What follows belongs to an exercise in optimizing a design on an open flow for small area; a production flow would make more cautious choices. Function was checked by simulation only, so behaviour that the tests miss may differ from the original. No activity file was given, so power comes from the tool's default toggle rates.

== the reference run ==
==> module regfile, before the edit <==
module regfile #(
  parameter int NREGS = 32,
  parameter int AW    = 5,
  parameter int DW    = 32
) (
  input  logic             clk,
  input  logic             rst_n,
  input  logic             we_i,
  input  logic [AW-1:0]    waddr_i,
  input  logic [DW-1:0]    wdata_i,
  input  logic             wload_i,
  input  logic [AW-1:0]    raddr1_i,
  input  logic [AW-1:0]    raddr2_i,
  output logic [DW-1:0]    rdata1_o,
  output logic [DW-1:0]    rdata2_o,
  input  logic             rs1_used_i,
  input  logic             rs2_used_i,
  input  logic [AW-1:0]    rs1_i,
  input  logic [AW-1:0]    rs2_i,
  input  logic             ld_issue_i,
  input  logic [AW-1:0]    ld_rd_i,
  input  logic             flush_i,
  output logic             stall_o,
  output logic [NREGS-1:0] busy_o
);
  logic [DW-1:0]    regs [1:NREGS-1];
  logic [DW-1:0]    regs_d [1:NREGS-1];
  logic [NREGS-1:1] vld_q;
  logic [NREGS-1:1] wen;
  logic [NREGS-1:1] wen_n;
  logic [NREGS-1:0] busy_q;
  logic [NREGS-1:0] busy_d;
  logic             wb_load;
  logic             haz1;
  logic             haz2;
  assign wb_load = we_i & wload_i & (waddr_i != '0);
  always_comb begin
    for (int i = 1; i < NREGS; i++) begin
      wen[i]   = we_i && (waddr_i == AW'(i));
      wen_n[i] = ~wen[i];
    end
  end
  for (genvar i = 1; i < NREGS; i++) begin : g_row
    regfile_hold #(.DW(DW)) u_hold (
      .q(regs[i]), .w(wdata_i), .en(wen[i]), .en_n(wen_n[i]), .d(regs_d[i])
    );
  end
  always_ff @(posedge clk) begin
    for (int i = 1; i < NREGS; i++) regs[i] <= regs_d[i];
  end
  always_ff @(posedge clk or negedge rst_n) begin
    if (!rst_n) vld_q <= '0;
    else        vld_q <= vld_q | wen;
  end
  logic [32*DW-1:0] rd_words;
  logic [31:0]   sel1, sel2;
  always_comb begin
    rd_words[DW-1:0] = wdata_i;
    for (int i = 1; i < NREGS; i++) rd_words[i*DW +: DW] = regs[i];
  end
  function automatic logic [31:0] rd_sel(input logic [AW-1:0] ra,
                                         input logic we, input logic [AW-1:0] wa,
                                         input logic rn, input logic [NREGS-1:1] vld);
    logic hit;
    logic [31:0] s;
    hit  = we && (wa == ra) && (ra != '0);
    s[0] = rn & hit;
    for (int i = 1; i < NREGS; i++) s[i] = rn & ~hit & (ra == AW'(i)) & vld[i];
    rd_sel = s;
  endfunction
  assign sel1 = rd_sel(raddr1_i, we_i, waddr_i, rst_n, vld_q);
  assign sel2 = rd_sel(raddr2_i, we_i, waddr_i, rst_n, vld_q);
  regfile_rmux #(.DW(DW)) u_rmux1 (.sel(sel1), .d(rd_words), .y(rdata1_o));
  regfile_rmux #(.DW(DW)) u_rmux2 (.sel(sel2), .d(rd_words), .y(rdata2_o));
  always_comb begin
    busy_d = busy_q;
    if (flush_i) begin
      busy_d = '0;
    end else begin
      if (wb_load)                         busy_d[waddr_i] = 1'b0;
      if (ld_issue_i && (ld_rd_i != '0))   busy_d[ld_rd_i] = 1'b1;
    end
    busy_d[0] = 1'b0;
  end
  always_ff @(posedge clk or negedge rst_n) begin
    if (!rst_n) busy_q <= '0;
    else        busy_q <= busy_d;
  end
  assign haz1 = rs1_used_i & busy_q[rs1_i] & ~(we_i & wload_i & (waddr_i == rs1_i));
  assign haz2 = rs2_used_i & busy_q[rs2_i] & ~(we_i & wload_i & (waddr_i == rs2_i));
  assign stall_o = haz1 | haz2;
  assign busy_o  = busy_q;
endmodule
==> flow/config.mk <==
export PLATFORM = sky130hd
export DESIGN_NAME = regfile
export DESIGN_NICKNAME = regfile
export VERILOG_FILES = /design/flow/design.v
export SDC_FILE = /design/flow/constraint.sdc
export NUM_CORES = 4
export LEC_CHECK = 0
export CAP_MARGIN = 5
export CORE_MARGIN = 2
export CORE_UTILIZATION = 45
export CTS_CLUSTER_DIAMETER = 80
export CTS_CLUSTER_SIZE = 25
export SLEW_MARGIN = 5
export SYNTH_HIERARCHICAL = 1
==> flow/constraint.sdc <==
create_clock -name core_clock -period 8.0 [get_ports {clk}]
set_input_delay 1.6000 -clock core_clock [delete_from_list [all_inputs] [get_ports {clk}]]
set_output_delay 1.6000 -clock core_clock [all_outputs]
set_load 0.01 [all_outputs]
standard.sh (not shown) runs the stock make flow with config.mk's settings and CLKGATE_MAP_FILE= SYNTH_SCRIPT=/design/flow/synth_recipe.tcl, a recipe that flattens the netlist after the stock synthesis.
==> flow/flow/run.sh <==
#!/bin/bash
# The standard layout (standard.sh, unchanged synthesis), with two changes:
#  - the ports are buffered with the smallest buffer (buf_1) instead of the
#    default pick; every input and output port still gets its own buffer;
#  - clock tree synthesis does not add dummy loads.
# All tool output goes to the step logs under orfs/logs and to flow.log here.
set -euo pipefail
export BUFFER_PORTS_ARGS="-buffer_cell sky130_fd_sc_hd__buf_1"
export CTS_ARGS="-sink_clustering_enable -repair_clock_nets -dont_use_dummy_load -sink_clustering_size 25 -sink_clustering_max_diameter 80"
bash standard.sh > flow.log 2>&1
Relative to the reference run, the following input files were edited for the trial run:
diff --git a/flow/design.v b/flow/design.v
--- a/flow/design.v
+++ b/flow/design.v
@@ -85,14 +85,24 @@
   logic [NREGS-1:0] busy_q;
   logic [NREGS-1:0] busy_d;
   logic             wb_load;
   logic             haz1;
   logic             haz2;
+  function automatic logic [3:0] dec_lo(input logic [AW-1:0] a);
+    for (int k = 0; k < 4; k++) dec_lo[k] = (a[1:0] == 2'(k));
+  endfunction
+  function automatic logic [7:0] dec_hi(input logic [AW-1:0] a, input logic en);
+    for (int k = 0; k < 8; k++) dec_hi[k] = en & (a[4:2] == 3'(k));
+  endfunction
+  logic [3:0] wa_lo;
+  logic [7:0] wa_hi;
+  assign wa_lo = dec_lo(waddr_i);
+  assign wa_hi = dec_hi(waddr_i, we_i);
   assign wb_load = we_i & wload_i & (waddr_i != '0);
   always_comb begin
     for (int i = 1; i < NREGS; i++) begin
-      wen[i]   = we_i && (waddr_i == AW'(i));
+      wen[i]   = wa_lo[i % 4] & wa_hi[i / 4];
       wen_n[i] = ~wen[i];
     end
   end
   for (genvar i = 1; i < NREGS; i++) begin : g_row
     regfile_hold #(.DW(DW)) u_hold (
@@ -113,30 +123,34 @@
     for (int i = 1; i < NREGS; i++) rd_words[i*DW +: DW] = regs[i];
   end
   function automatic logic [31:0] rd_sel(input logic [AW-1:0] ra,
                                          input logic we, input logic [AW-1:0] wa,
                                          input logic rn, input logic [NREGS-1:1] vld);
-    logic hit;
+    logic       hit;
+    logic [3:0] lo;
+    logic [7:0] hi;
     logic [31:0] s;
     hit  = we && (wa == ra) && (ra != '0);
+    lo   = dec_lo(ra);
+    hi   = dec_hi(ra, rn & ~hit);
     s[0] = rn & hit;
-    for (int i = 1; i < NREGS; i++) s[i] = rn & ~hit & (ra == AW'(i)) & vld[i];
+    for (int i = 1; i < NREGS; i++) s[i] = hi[i / 4] & lo[i % 4] & vld[i];
     rd_sel = s;
   endfunction
   assign sel1 = rd_sel(raddr1_i, we_i, waddr_i, rst_n, vld_q);
   assign sel2 = rd_sel(raddr2_i, we_i, waddr_i, rst_n, vld_q);
   regfile_rmux #(.DW(DW)) u_rmux1 (.sel(sel1), .d(rd_words), .y(rdata1_o));
   regfile_rmux #(.DW(DW)) u_rmux2 (.sel(sel2), .d(rd_words), .y(rdata2_o));
+  logic [3:0] ld_lo;
+  logic [7:0] ld_hi;
+  assign ld_lo = dec_lo(ld_rd_i);
+  assign ld_hi = dec_hi(ld_rd_i, ld_issue_i);
   always_comb begin
-    busy_d = busy_q;
-    if (flush_i) begin
-      busy_d = '0;
-    end else begin
-      if (wb_load)                         busy_d[waddr_i] = 1'b0;
-      if (ld_issue_i && (ld_rd_i != '0))   busy_d[ld_rd_i] = 1'b1;
+    busy_d[0] = 1'b0;
+    for (int i = 1; i < NREGS; i++) begin
+      busy_d[i] = ~flush_i & ((ld_hi[i / 4] & ld_lo[i % 4]) | (busy_q[i] & ~(wload_i & wen[i])));
     end
-    busy_d[0] = 1'b0;
   end
   always_ff @(posedge clk or negedge rst_n) begin
     if (!rst_n) busy_q <= '0;
     else        busy_q <= busy_d;
   end
==> comparison <==
Per the final summary, the trial run finished and its layout is clean on timing, DRC and antenna.
Delta (the trial run minus the reference run): register-to-register slack -0.03 ns, placement-stage worst setup slack +0.12 ns, slew at the pin with the worst max-slew slack -0.067 ns, final net count -13.
Comparing the reference run and the trial run, the lower area after synthesis was measured on the trial run.
Via density per instance is higher on the reference run
Any difference in core footprint between the reference run and the trial run is small enough to ignore.
Lower static power due to leakage among the reference run and the trial run: the trial run

[static timing again, ports no longer ideal]
The results above use ideal ports. As a check the final layouts listed here were re-extracted and re-timed, cells and wires unchanged. Step 1 (the two cells are an assumption about what drives the block):
set clk [get_ports {clk}]
set_driving_cell -lib_cell sky130_fd_sc_hd__clkbuf_16 $clk
set_driving_cell -lib_cell sky130_fd_sc_hd__buf_2 [delete_from_list [all_inputs] $clk]
Step 2 adds t to the input delays and takes it off the output delays; t is the mean of the earliest and latest rising clock arrival at the registers after step 1. Input paths then give back, and output paths get back, about the clock's delay inside the block. Slacks: ideal ports / drivers / drivers and shift; pairs: ideal ports / drivers.
run	t, ns	setup slack, ns	worst setup path at the end
the reference run	0.722	0.710 / 0.668 / 0.668	input to output
the trial run	0.737	0.901 / 0.877 / 0.877	input to output
After both steps setup and hold are still met in every run listed. For the reference run, which loses most, drivers alone change the setup slack by -0.042 ns; drivers and shift together by -0.042 ns.
